Context: an optimization exercise on an open-source flow, tuned for small area and a short achievable clock period. The choices shown serve that exercise and are no tape-out recipe.
In this exercise RTL edits were held to simulation tests only and were not proved equivalent to the original.
Power figures rest on the tool's default switching activity, not on a simulated workload.

Setup of main:
==> flow/design.v <==
`default_nettype none
module mc_banked_memory #(
    parameter int              WIDTH      = 32,
    parameter int              DEPTH      = 48,
    parameter int              ADDR_WIDTH = 6,
    parameter int              NUM_CH     = 4,
    parameter int              RD_LAT     = 2,
    parameter logic [WIDTH-1:0] INIT_VAL  = '0
) (
    input  wire                       clk,
    input  wire                       res,
    input  wire  [NUM_CH-1:0]            bus_valid,
    output logic [NUM_CH-1:0]            bus_ready,
    input  wire  [NUM_CH-1:0]            bus_wr_rd,
    input  wire  [NUM_CH*ADDR_WIDTH-1:0] bus_addr,
    input  wire  [NUM_CH*WIDTH-1:0]      bus_wdata,
    input  wire  [NUM_CH*WIDTH/8-1:0]    bus_wstrb,
    output logic [NUM_CH-1:0]            bus_rvalid,
    output logic [NUM_CH*WIDTH-1:0]      bus_rdata,
    output logic [NUM_CH-1:0]            bus_err,
    output logic                         init_done
);
    localparam int C_NB  = WIDTH / 8;
    localparam int C_CHW = (NUM_CH > 1) ? $clog2(NUM_CH) : 1;
    localparam logic [ADDR_WIDTH-1:0] C_LAST    = ADDR_WIDTH'(DEPTH - 1);
    localparam logic [C_CHW-1:0]      C_LAST_CH = C_CHW'(NUM_CH - 1);
    logic                  r_run;       
    logic [C_NB-1:0]       r_wstrb;     
    logic [WIDTH-1:0]      r_wdata;     
    logic [NUM_CH-1:0]     r_rd;        
    logic [NUM_CH-1:0]     r_rvalid;
    logic [NUM_CH-1:0]     r_err;
    logic [WIDTH-1:0]      r_rdata;
    logic [WIDTH-1:0]      r_mem [DEPTH];
    logic [NUM_CH-1:0] w_ready;
    logic [NUM_CH-1:0] w_blocked;
    logic [NUM_CH-1:0] logic_blk_o;
    logic              w_gnt_any;
    logic [NUM_CH-1:0] r_pri     [NUM_CH];
    logic [NUM_CH-1:0] w_pri_nxt [NUM_CH];
    function automatic logic is_before(input int last, input int j, input int c);
        is_before = (((j - last - 1 + 2*NUM_CH) % NUM_CH) < ((c - last - 1 + 2*NUM_CH) % NUM_CH));
    endfunction
    always_comb begin
        for (int c = 0; c < NUM_CH; c++) begin
            w_blocked[c] = |(r_pri[c] & bus_valid);
            w_ready[c]   = bus_valid[c] && !w_blocked[c] && r_run;
        end
    end
    assign w_gnt_any = |w_ready;
    logic [NUM_CH-1:0] r_last_oh;
    logic [NUM_CH-1:0] w_ready_o;
    always_comb begin
        for (int c = 0; c < NUM_CH; c++) begin
            logic_blk_o[c] = 1'b0;
            for (int j = 0; j < NUM_CH; j++) begin
                for (int g = 0; g < NUM_CH; g++) begin
                    if (is_before(g, j, c)) logic_blk_o[c] = logic_blk_o[c] | (r_last_oh[g] & bus_valid[j]);
                end
            end
            w_ready_o[c] = bus_valid[c] && !logic_blk_o[c] && r_run && !res;
        end
    end
    assign bus_ready = w_ready_o;
    always_ff @(posedge clk) begin
        if (res) begin
            r_last_oh <= NUM_CH'(1) << (NUM_CH - 1);
        end else if (w_gnt_any) begin
            r_last_oh <= w_ready;
        end
    end
    always_comb begin
        for (int c = 0; c < NUM_CH; c++) begin
            for (int j = 0; j < NUM_CH; j++) begin
                w_pri_nxt[c][j] = 1'b0;
                for (int g = 0; g < NUM_CH; g++) begin
                    if (is_before(g, j, c)) w_pri_nxt[c][j] = w_pri_nxt[c][j] | w_ready[g];
                end
            end
        end
    end
    always_ff @(posedge clk) begin
        for (int c = 0; c < NUM_CH; c++) begin
            for (int j = 0; j < NUM_CH; j++) begin
                if (res) begin
                    r_pri[c][j] <= is_before(NUM_CH - 1, j, c);
                end else if (w_gnt_any) begin
                    r_pri[c][j] <= w_pri_nxt[c][j];
                end
            end
        end
    end
    logic [ADDR_WIDTH-1:0] w_sel_addr;
    logic [WIDTH-1:0]      w_sel_wdata;
    logic [C_NB-1:0]       w_sel_wstrb;
    logic [NUM_CH-1:0]     w_gnt_wr;
    always_comb begin
        w_sel_addr  = '0;
        w_sel_wdata = '0;
        w_sel_wstrb = '0;
        for (int i = 0; i < NUM_CH; i++) begin
            w_gnt_wr[i] = w_ready[i] & bus_wr_rd[i];
            w_sel_addr  = w_sel_addr  | ({ADDR_WIDTH{w_ready[i]}}  & bus_addr[i*ADDR_WIDTH +: ADDR_WIDTH]);
            w_sel_wdata = w_sel_wdata | ({WIDTH{w_gnt_wr[i]}}      & bus_wdata[i*WIDTH +: WIDTH]);
            w_sel_wstrb = w_sel_wstrb | ({C_NB{w_gnt_wr[i]}}       & bus_wstrb[i*C_NB +: C_NB]);
        end
    end
    logic [DEPTH-1:0] r_dec;
    logic             r_first;
    logic             r_oor;
    logic [DEPTH-1:0] w_sel_dec;
    always_comb begin
        for (int i = 0; i < DEPTH; i++) w_sel_dec[i] = w_gnt_any && (w_sel_addr == ADDR_WIDTH'(i));
    end
    always_ff @(posedge clk) begin
        r_first <= res;
        if (res) begin
            r_run <= 1'b0;
            r_dec <= '0;
        end else if (!r_run) begin
            r_dec <= {r_dec[DEPTH-2:0], r_first};
            if (r_dec[DEPTH-2]) r_run <= 1'b1;
        end else begin
            r_dec <= w_sel_dec;
        end
    end
    always_ff @(posedge clk) begin
        r_wstrb <= (res || r_run) ? w_sel_wstrb : {C_NB{1'b1}};
        r_wdata <= w_sel_wdata;
        r_rd    <= res ? '0 : (w_ready & ~bus_wr_rd);
        r_oor   <= (w_sel_addr > C_LAST);
    end
    assign init_done = r_run;
    always_ff @(posedge clk) begin
        for (int i = 0; i < DEPTH; i++) begin
            for (int b = 0; b < C_NB; b++) begin
                if (r_dec[i] && r_wstrb[b]) r_mem[i][8*b +: 8] <= r_wdata[8*b +: 8];
            end
        end
    end
    logic [WIDTH-1:0] w_rd_word;
    always_comb begin
        w_rd_word = '0;
        for (int i = 0; i < DEPTH; i++) w_rd_word = w_rd_word | ({WIDTH{r_dec[i]}} & r_mem[i]);
    end
    always_ff @(posedge clk) begin
        r_rdata <= w_rd_word;
        if (res) begin
            r_rvalid <= '0;
            r_err    <= '0;
        end else begin
            for (int i = 0; i < NUM_CH; i++) begin
                r_rvalid[i] <= r_rd[i];
                r_err[i]    <= (r_rd[i] && r_oor) ||
                               (w_gnt_wr[i] && (bus_addr[i*ADDR_WIDTH +: ADDR_WIDTH] > C_LAST));
            end
        end
    end
    assign bus_rvalid = r_rvalid;
    assign bus_err    = r_err;
    assign bus_rdata  = {NUM_CH{r_rdata}};
endmodule
`default_nettype wire
`default_nettype none
module mc_banked_memory_top (
    input  wire         clk,
    input  wire         res,
    input  wire  [3:0]  valid,
    output logic [3:0]  ready,
    input  wire  [3:0]  wr_rd,
    input  wire  [23:0] addr,
    input  wire  [127:0] wdata,
    input  wire  [15:0] wstrb,
    output logic [3:0]  rvalid,
    output logic [127:0] rdata,
    output logic [3:0]  err,
    output logic        init_done
);
    mc_banked_memory #(
        .WIDTH(32), .DEPTH(48), .ADDR_WIDTH(6), .NUM_CH(4), .RD_LAT(2),
        .INIT_VAL('0)
    ) u_mem (
        .clk(clk), .res(res),
        .bus_valid(valid), .bus_ready(ready), .bus_wr_rd(wr_rd),
        .bus_addr(addr), .bus_wdata(wdata), .bus_wstrb(wstrb),
        .bus_rvalid(rvalid), .bus_rdata(rdata), .bus_err(err),
        .init_done(init_done)
    );
endmodule
`default_nettype wire
clock: 5.5 ns
lec_check: 0
cap_margin: 20
core_margin: 2
core_utilization: 40
cts_cluster_diameter: 70
cts_cluster_size: 24
place_density: 0.75
setup_slack_margin: 2.8
slew_margin: 20
standard.sh (not shown) runs the stock make flow with config.mk's settings and CLKGATE_MAP_FILE= SYNTH_SCRIPT=/design/flow/synth_recipe.tcl, a recipe that flattens the netlist after the stock synthesis.
==> flow/flow/run.sh <==
#!/bin/bash
set -uo pipefail
export BUFFER_PORTS_ARGS="-buffer_cell sky130_fd_sc_hd__buf_1"
bash standard.sh finish > orfs_make.log 2>&1
--- input diff main..the feature branch ---
--- a/flow/design.v
+++ b/flow/design.v
@@ -42,33 +42,36 @@
         is_before = (((j - last - 1 + 2*NUM_CH) % NUM_CH) < ((c - last - 1 + 2*NUM_CH) % NUM_CH));
     endfunction
     always_comb begin
         for (int c = 0; c < NUM_CH; c++) begin
             w_blocked[c] = |(r_pri[c] & bus_valid);
-            w_ready[c]   = bus_valid[c] && !w_blocked[c] && r_run;
+            w_ready[c]   = bus_valid[c] && !w_blocked[c] && r_run && !res;
         end
     end
     assign w_gnt_any = |w_ready;
-    logic [NUM_CH-1:0] r_last_oh;
+    logic [NUM_CH-1:0] r_next_oh;
     logic [NUM_CH-1:0] w_ready_o;
-    always_comb begin
+    function automatic logic [NUM_CH-1:0] blocked_from(input logic [NUM_CH-1:0] nxt,
+                                                       input logic [NUM_CH-1:0] v);
+        blocked_from = '0;
         for (int c = 0; c < NUM_CH; c++) begin
-            logic_blk_o[c] = 1'b0;
             for (int j = 0; j < NUM_CH; j++) begin
                 for (int g = 0; g < NUM_CH; g++) begin
-                    if (is_before(g, j, c)) logic_blk_o[c] = logic_blk_o[c] | (r_last_oh[g] & bus_valid[j]);
+                    if (((j - g + NUM_CH) % NUM_CH) < ((c - g + NUM_CH) % NUM_CH))
+                        blocked_from[c] = blocked_from[c] | (nxt[g] & v[j]);
                 end
             end
-            w_ready_o[c] = bus_valid[c] && !logic_blk_o[c] && r_run && !res;
         end
-    end
+    endfunction
+    assign logic_blk_o = blocked_from(r_next_oh, bus_valid);
+    assign w_ready_o   = bus_valid & ~logic_blk_o & {NUM_CH{r_run & ~res}};
     assign bus_ready = w_ready_o;
     always_ff @(posedge clk) begin
         if (res) begin
-            r_last_oh <= NUM_CH'(1) << (NUM_CH - 1);
+            r_next_oh <= NUM_CH'(1);
         end else if (w_gnt_any) begin
-            r_last_oh <= w_ready;
+            r_next_oh <= {w_ready[NUM_CH-2:0], w_ready[NUM_CH-1]};
         end
     end
     always_comb begin
         for (int c = 0; c < NUM_CH; c++) begin
             for (int j = 0; j < NUM_CH; j++) begin
@@ -125,11 +128,11 @@
         end
     end
     always_ff @(posedge clk) begin
         r_wstrb <= (res || r_run) ? w_sel_wstrb : {C_NB{1'b1}};
         r_wdata <= w_sel_wdata;
-        r_rd    <= res ? '0 : (w_ready & ~bus_wr_rd);
+        r_rd    <= w_ready & ~bus_wr_rd;
         r_oor   <= (w_sel_addr > C_LAST);
     end
     assign init_done = r_run;
     always_ff @(posedge clk) begin
         for (int i = 0; i < DEPTH; i++) begin
Notes after the runs:
- Re reg-to-reg setup timing slack: the feature branch and main aren't equal, and the lower value belongs to the feature branch.
- Non-clock buffer instance count of the final layout ends up higher on main.
- Met3 usage: higher on main
- In the feature branch, final instance area is lower than in main.
- Comparing the feature branch and main, detailed-routing wirelength on met1 is higher on main.
- Per the comparison of the feature branch with main, overall power after layout dropped 0.61%; sequential cell area fraction in the yosys report barely changed; number of placed instances with taps included dropped 20; growth of design area from synthesis to finish dropped 0.51 points.
- [the feature branch] arrival time at the worst endpoint rose 0.10 ns relative to main
- | power density relative to cell area | main vs the feature branch | ≈ equal |
- Any difference in placeable core area between the feature branch and main is small enough to ignore.
- Instance count of the mapped netlist: the feature branch vs main down about 0.7%
- | first-pass GRT wire length | lower: the feature branch |

[re-timing with driven ports]
No port has a modelled driver above. Below, the same layouts with a new extraction and two added sets of constraints. Step 1 (the two cells are an assumption about what drives the block):
set clk [get_ports {clk}]
set_driving_cell -lib_cell sky130_fd_sc_hd__clkbuf_16 $clk
set_driving_cell -lib_cell sky130_fd_sc_hd__buf_2 [delete_from_list [all_inputs] $clk]
Step 2 moves the port delays by t, midway between the first and last clock arrival at a register: inputs arrive t later, outputs are due t later. That takes back most of the time a late clock gives input paths. Three values: no drivers, after step 1, after step 2; two values: the first two.
run | shift t [ns] | setup WS [ns] | latest minus earliest clock arrival (ns) | worst register clock-pin slew, ns
main | 0.772 | 2.582 / 2.511 / 2.122 | 0.058 / 0.057 | 0.10 / 0.10
the feature branch | 0.780 | 2.482 / 2.444 / 2.194 | 0.072 / 0.071 | 0.10 / 0.10
After both steps setup and hold are still met in every run listed. The setup slack of main, which loses most, moves by -0.071 ns with the drivers and by -0.460 ns with both steps.
